Source: an optimization exercise on an open RTL-to-GDS flow (aim: small area and few clock cycles). Production flows keep margins and buffers that such runs may drop.
The RTL was checked by simulation tests, not by an equivalence proof against the original design.
Power figures rest on the tool's default switching activity, not on a simulated workload.

==> flow/design.v (excerpt) <==
module dcache_top (
	input  wire        clk,
	input  wire        rst_n,
	input  wire        dp_ren,
	input  wire        dp_wen,
	input  wire [31:0] dp_addr,
	input  wire [31:0] dp_store,
	input  wire        halt,
	output wire        dp_hit,
	output wire [31:0] dp_load,
	output wire        flushed,
	output wire        mem_ren,
	output wire        mem_wen,
	output wire [31:0] mem_addr,
	output wire [31:0] mem_store,
	input  wire        mem_dwait,
	input  wire [31:0] mem_load
);
Size: roughly 4,200 cells after synthesis, roughly 1,600 flip-flops, ~64,000 um^2 of cells after synthesis.
==> flow/config.mk <==
export PLATFORM = sky130hd
export DESIGN_NAME = dcache_top
export DESIGN_NICKNAME = dcache_top
export VERILOG_FILES = /design/flow/design.v
export SDC_FILE = /design/flow/constraint.sdc
export NUM_CORES = 4
export LEC_CHECK = 0
export CAP_MARGIN = 20
export CORE_MARGIN = 2
export CORE_UTILIZATION = 60
export CTS_BUF_LIST = sky130_fd_sc_hd__clkbuf_8
export CTS_CLUSTER_DIAMETER = 80
export CTS_CLUSTER_SIZE = 15
export PLACE_DENSITY = 0.8
export SLEW_MARGIN = 20
==> flow/constraint.sdc <==
create_clock -name core_clock -period 11.0 [get_ports {clk}]
set_input_delay 2.2000 -clock core_clock [delete_from_list [all_inputs] [get_ports {clk}]]
set_output_delay 2.2000 -clock core_clock [all_outputs]
set_load 0.01 [all_outputs]
standard.sh (not shown) runs the stock make flow with config.mk's settings and CLKGATE_MAP_FILE= SYNTH_SCRIPT=/design/flow/synth_recipe.tcl, a recipe that flattens the netlist after the stock synthesis.
==> flow/flow/run.sh <==
#!/bin/bash
# Standard ORFS layout, with two sizing changes:
#  - port buffers are plain buf_1 cells instead of the platform's default pick
#  - timing repair may resize a cell into a different footprint
# The make output goes to flow_make.log in the work folder.
set -euo pipefail
bash standard.sh MATCH_CELL_FOOTPRINT=0 "BUFFER_PORTS_ARGS=-buffer_cell sky130_fd_sc_hd__buf_1" finish > flow_make.log 2>&1
Testbench counts at the start, summed over its fixed seeds: cycles 38,848.
Next try:
Settings changed: CORE_UTILIZATION 60 to 72, PLACE_DENSITY 0.8 to 0.85.
After rerunning: Sequential cell count is unchanged; die area decreases by about 16%; wire length went up by about 1.6%; hold slack hardly moves; clock-buffer cell count falls by 2; critical path depth rose by 5; worst setup slack loses 140 ps; cell area is lower by about 0.6%; power falls by 0.67%; maximum frequency went down by about 1.3%.

---

dcache_top, a different RTL version from the one above (not shown whole).
Size in the first run: about 4,000 cells after synthesis, roughly 1,600 flip-flops, ~200 I/O pins.
## dcache_top
module dcache_top (
	input  wire        clk,
	input  wire        rst_n,
	input  wire        dp_ren,
	input  wire        dp_wen,
	input  wire [31:0] dp_addr,
	input  wire [31:0] dp_store,
	input  wire        halt,
	output wire        dp_hit,
	output wire [31:0] dp_load,
	output wire        flushed,
	output wire        mem_ren,
	output wire        mem_wen,
	output wire [31:0] mem_addr,
	output wire [31:0] mem_store,
	input  wire        mem_dwait,
	input  wire [31:0] mem_load
);
export LEC_CHECK = 0
export CAP_MARGIN = 20
export CORE_MARGIN = 2
export CORE_UTILIZATION = 60
export CTS_CLUSTER_DIAMETER = 150
export CTS_CLUSTER_SIZE = 20
export SLEW_MARGIN = 20
create_clock -name core_clock -period 11.0 [get_ports {clk}]
==> flow/flow/run.sh <==
#!/bin/bash
# Standard ORFS layout, with two sizing changes:
#  - port buffers are plain buf_2 cells instead of the platform's default pick
#  - timing repair may resize a cell into a different footprint
# The make output goes to flow_make.log in the work folder.
set -euo pipefail
bash standard.sh MATCH_CELL_FOOTPRINT=0 "BUFFER_PORTS_ARGS=-buffer_cell sky130_fd_sc_hd__buf_2" finish > flow_make.log 2>&1
Testbench counts at the start, summed over its fixed seeds: cycles 39,499.
Edit:
==> flow/flow/run.sh (replaced) <==
#!/bin/bash
# Standard ORFS layout, with two sizing changes:
#  - port buffers are plain buf_1 cells instead of the platform's default pick
#  - timing repair may resize a cell into a different footprint
# The make output goes to flow_make.log in the work folder.
set -euo pipefail
bash standard.sh MATCH_CELL_FOOTPRINT=0 "BUFFER_PORTS_ARGS=-buffer_cell sky130_fd_sc_hd__buf_1" finish > flow_make.log 2>&1
CORE_UTILIZATION = 70   (was 60)
CTS_CLUSTER_SIZE = 24   (was 20)
=> The new run completed with no timing, DRC or antenna violations. Cell count shrinks by 4.2%. Power falls by about 2.7%. Core utilization came out higher by 10 points. Clock-buffer cell count decreases by 28.

---

Setup of run A:
Another version of the RTL of dcache_top (not shown whole).
Size: ~1,500 flip-flops, ~200 I/O pins, roughly 63,000 um2 of cells after synthesis.
clock: 11.0 ns
lec_check: 0
cap_margin: 20
core_margin: 2
core_utilization: 40
slew_margin: 20
run.sh (not shown) runs the stock make flow with config.mk's settings and CLKGATE_MAP_FILE= SYNTH_SCRIPT=/design/flow/synth_recipe.tcl, a recipe that flattens the netlist after the stock synthesis.
Stock flow here: none of the scripts above is used.
Run A went all the way through the flow, and no timing, DRC or antenna check failed.
Testbench counts of run A, summed over its fixed seeds: cycles 45,194.
Input changes introduced in run B (baseline for comparison: run A):
- a change of CORE_UTILIZATION from 40 to 60
- an added CTS_CLUSTER_SIZE of 20
- an added CTS_CLUSTER_DIAMETER of 150
Notes after the runs:
Between run A and run B, number of global-route vias before repair is higher for run B, run A comes in under that. In run B the implementation ran to completion but is not tape-out ready, as the final checks report negative setup slack. Of run A and run B, run B shows the lower internal reg-to-reg setup slack, with run A above it. Starting utilization of the core area, run A and run B, higher one = run B. The run with more setup slack is run A; run B has less.
Here is what was changed in the inputs of run C compared with run B.
- setting CTS_BUF_LIST to sky130_fd_sc_hd__clkbuf_8 for the first time
- changing CORE_UTILIZATION from 60 to 40
- removing CTS_CLUSTER_SIZE (formerly 20)
- removing CTS_CLUSTER_DIAMETER (formerly 150)
==> comparison <==
Cmp run C vs run B: global-route met3 utilization lower in run C. Note that the detailed-routed wire length on met3 recorded for run C amounts to 0.77 times the value seen in run B. Run B finished all stages; layout check result: FAIL, due to negative setup slack. Every stage of the flow completed for run C, and the final layout passed the timing, design-rule and antenna checks. On shortest period the worst path allows: between run B and run C, it ends up higher for run B. Run comparison: run B termination of the worst setup path dp_load[18]; run C termination of the worst setup path dp_load[9].

---

RTL: one of the versions met above, not the one the previous note started from.
Size in the first run: roughly 1600 flip-flops, roughly 200 I/O pins, ~64000 sq um of cells after synthesis.
clock: 11.0 ns
lec_check: 0
cap_margin: 20
core_margin: 2
core_utilization: 60
cts_cluster_diameter: 150
cts_cluster_size: 24
slew_margin: 20
standard.sh (not shown) runs the stock make flow with config.mk's settings and CLKGATE_MAP_FILE= SYNTH_SCRIPT=/design/flow/synth_recipe.tcl, a recipe that flattens the netlist after the stock synthesis.
==> flow/flow/run.sh <==
#!/bin/bash
# Standard ORFS layout, with two sizing changes:
#  - port buffers are plain buf_1 cells instead of the platform's default pick
#  - timing repair may resize a cell into a different footprint
# The make output goes to flow_make.log in the work folder.
set -euo pipefail
bash standard.sh MATCH_CELL_FOOTPRINT=0 "BUFFER_PORTS_ARGS=-buffer_cell sky130_fd_sc_hd__buf_1" finish > flow_make.log 2>&1
The baseline finished clean.
Testbench counts at the start, summed over its fixed seeds: cycles 39,499.
Then changed:
==> flow/run.sh (new file) <==
#!/bin/bash
# synth_recipe.tcl (not shown) runs the flow's synth.tcl, then flattens the netlist and writes it again
# the make line also repeats each setting of config.mk as NAME=value (left out here)
make -C /OpenROAD-flow-scripts/flow DESIGN_CONFIG=/design/flow/config.mk WORK_HOME=/design/flow/orfs CLKGATE_MAP_FILE= SYNTH_SCRIPT=/design/flow/synth_recipe.tcl finish
--- a/flow/config.mk
+++ b/flow/config.mk
@@ -12 +12 @@
-export CTS_CLUSTER_SIZE = 24
+export CTS_CLUSTER_SIZE = 20
removed: flow/flow/run.sh
removed: flow/standard.sh
Power climbs by 3.4%.
Hold slack degrades by 0.0099 ns.
Register-to-register slack improved by 0.13 ns.
Then changed:
==> flow/flow/run.sh (new file) <==
#!/bin/bash
# Standard ORFS layout, with two sizing changes:
#  - port buffers are plain buf_1 cells instead of the platform's default pick
#  - timing repair may resize a cell into a different footprint
# The make output goes to flow_make.log in the work folder.
set -euo pipefail
bash standard.sh MATCH_CELL_FOOTPRINT=0 "BUFFER_PORTS_ARGS=-buffer_cell sky130_fd_sc_hd__buf_1" finish > flow_make.log 2>&1
==> flow/standard.sh (new file) <==
#!/bin/bash
# synth_recipe.tcl (not shown) runs the flow's synth.tcl, then flattens the netlist and writes it again
# the make line also repeats each setting of config.mk as NAME=value (left out here)
make -C /OpenROAD-flow-scripts/flow DESIGN_CONFIG=/design/flow/config.mk WORK_HOME=/design/flow/orfs CLKGATE_MAP_FILE= SYNTH_SCRIPT=/design/flow/synth_recipe.tcl "${@:-finish}"
--- a/flow/config.mk
+++ b/flow/config.mk
@@ -8 +8 @@
-export CAP_MARGIN = 20
+export CAP_MARGIN = 5
@@ -12,2 +12,2 @@
-export CTS_CLUSTER_SIZE = 20
-export SLEW_MARGIN = 20
+export CTS_CLUSTER_SIZE = 24
+export SLEW_MARGIN = 5
removed: flow/run.sh
The changed run went through all stages and came out clean.
Count of clock-buffer cells in the layout decreases by 21.
Core utilization drops by 1.7 points.
Register-to-register slack degrades by 0.13 ns.
Worst setup slack improved by 0.052 ns.
Hold slack gets better by 0.0056 ns.
Final cell count shrinks slightly.
Non-clock buffer count decreases by 2.
Critical path depth goes up by 7.
Cell area goes down by a few percent.
Wire length came out higher slightly.
Then changed:
==> flow/flow/run.sh (replaced) <==
#!/bin/bash
# Standard ORFS layout, with two sizing changes:
#  - port buffers are plain buf_2 cells instead of the platform's default pick
#  - timing repair may resize a cell into a different footprint
# The make output goes to flow_make.log in the work folder.
set -euo pipefail
bash standard.sh MATCH_CELL_FOOTPRINT=0 "BUFFER_PORTS_ARGS=-buffer_cell sky130_fd_sc_hd__buf_2" finish > flow_make.log 2>&1
--- a/flow/config.mk
+++ b/flow/config.mk
@@ -8 +8 @@
-export CAP_MARGIN = 5
+export CAP_MARGIN = 20
@@ -10 +10 @@
-export CORE_UTILIZATION = 60
+export CORE_UTILIZATION = 70
@@ -12,2 +12,2 @@
-export CTS_CLUSTER_SIZE = 24
-export SLEW_MARGIN = 5
+export CTS_CLUSTER_SIZE = 20
+export SLEW_MARGIN = 20
Critical path depth fell by 7.
Routed wire length decreases by about 2.5%.
Power came out higher by 2.1%.
Cell area barely changes.
Via count came out higher by 2.0%.
Area after synthesis stays the same.
Non-clock buffer count fell by 30.
First-iteration DRC count came out higher by 15%.
Fmax is lower by about 1%.
Utilization increases by 11 points.
Count of clock-buffer cells in the layout climbs by 18.

[re-timing with driven ports]
The flow's constraints put no driver on any port. The routed layouts listed below were extracted and timed again, unchanged, in two steps.
Step 1 (the two cells are an assumption about what drives the block):
set clk [get_ports {clk}]
set_driving_cell -lib_cell sky130_fd_sc_hd__clkbuf_16 $clk
set_driving_cell -lib_cell sky130_fd_sc_hd__buf_2 [delete_from_list [all_inputs] $clk]
Step 2, shift: input delay + t, output delay - t, t = (earliest + latest rising clock arrival at the registers) / 2. This alone moves slack from input paths to output paths.
Slacks: ideal ports / drivers / drivers and shift; pairs: ideal ports / drivers.
run | t, ns | setup WS [ns] | latest minus earliest clock arrival (ns)
the first run of note 1 | 0.914 | 0.753 / 0.729 / 0.729 | 0.071 / 0.070
the second run of note 1 | 0.879 | 0.614 / 0.591 / 0.591 | 0.055 / 0.056
the first run of note 2 | 0.784 | 0.535 / 0.503 / 0.503 | 0.036 / 0.036
the second run of note 2 | 0.764 | 0.267 / 0.232 / 0.232 | 0.041 / 0.040
run A | 0.877 | 0.341 / 0.299 / 0.299 | 0.070 / 0.070
run B | 0.760 | -0.008 / -0.031 / -0.031 | 0.031 / 0.031
run C | 1.016 | 0.380 / 0.338 / 0.338 | 0.110 / 0.110
the first run of note 4 | 0.760 | 0.235 / 0.206 / 0.206 | 0.038 / 0.037
the second run of note 4 | 0.781 | 0.228 / 0.197 / 0.197 | 0.044 / 0.044
the third run of note 4 | 0.762 | 0.280 / 0.254 / 0.254 | 0.042 / 0.042
the fourth run of note 4 | 0.772 | 0.165 / 0.131 / 0.131 | 0.041 / 0.041
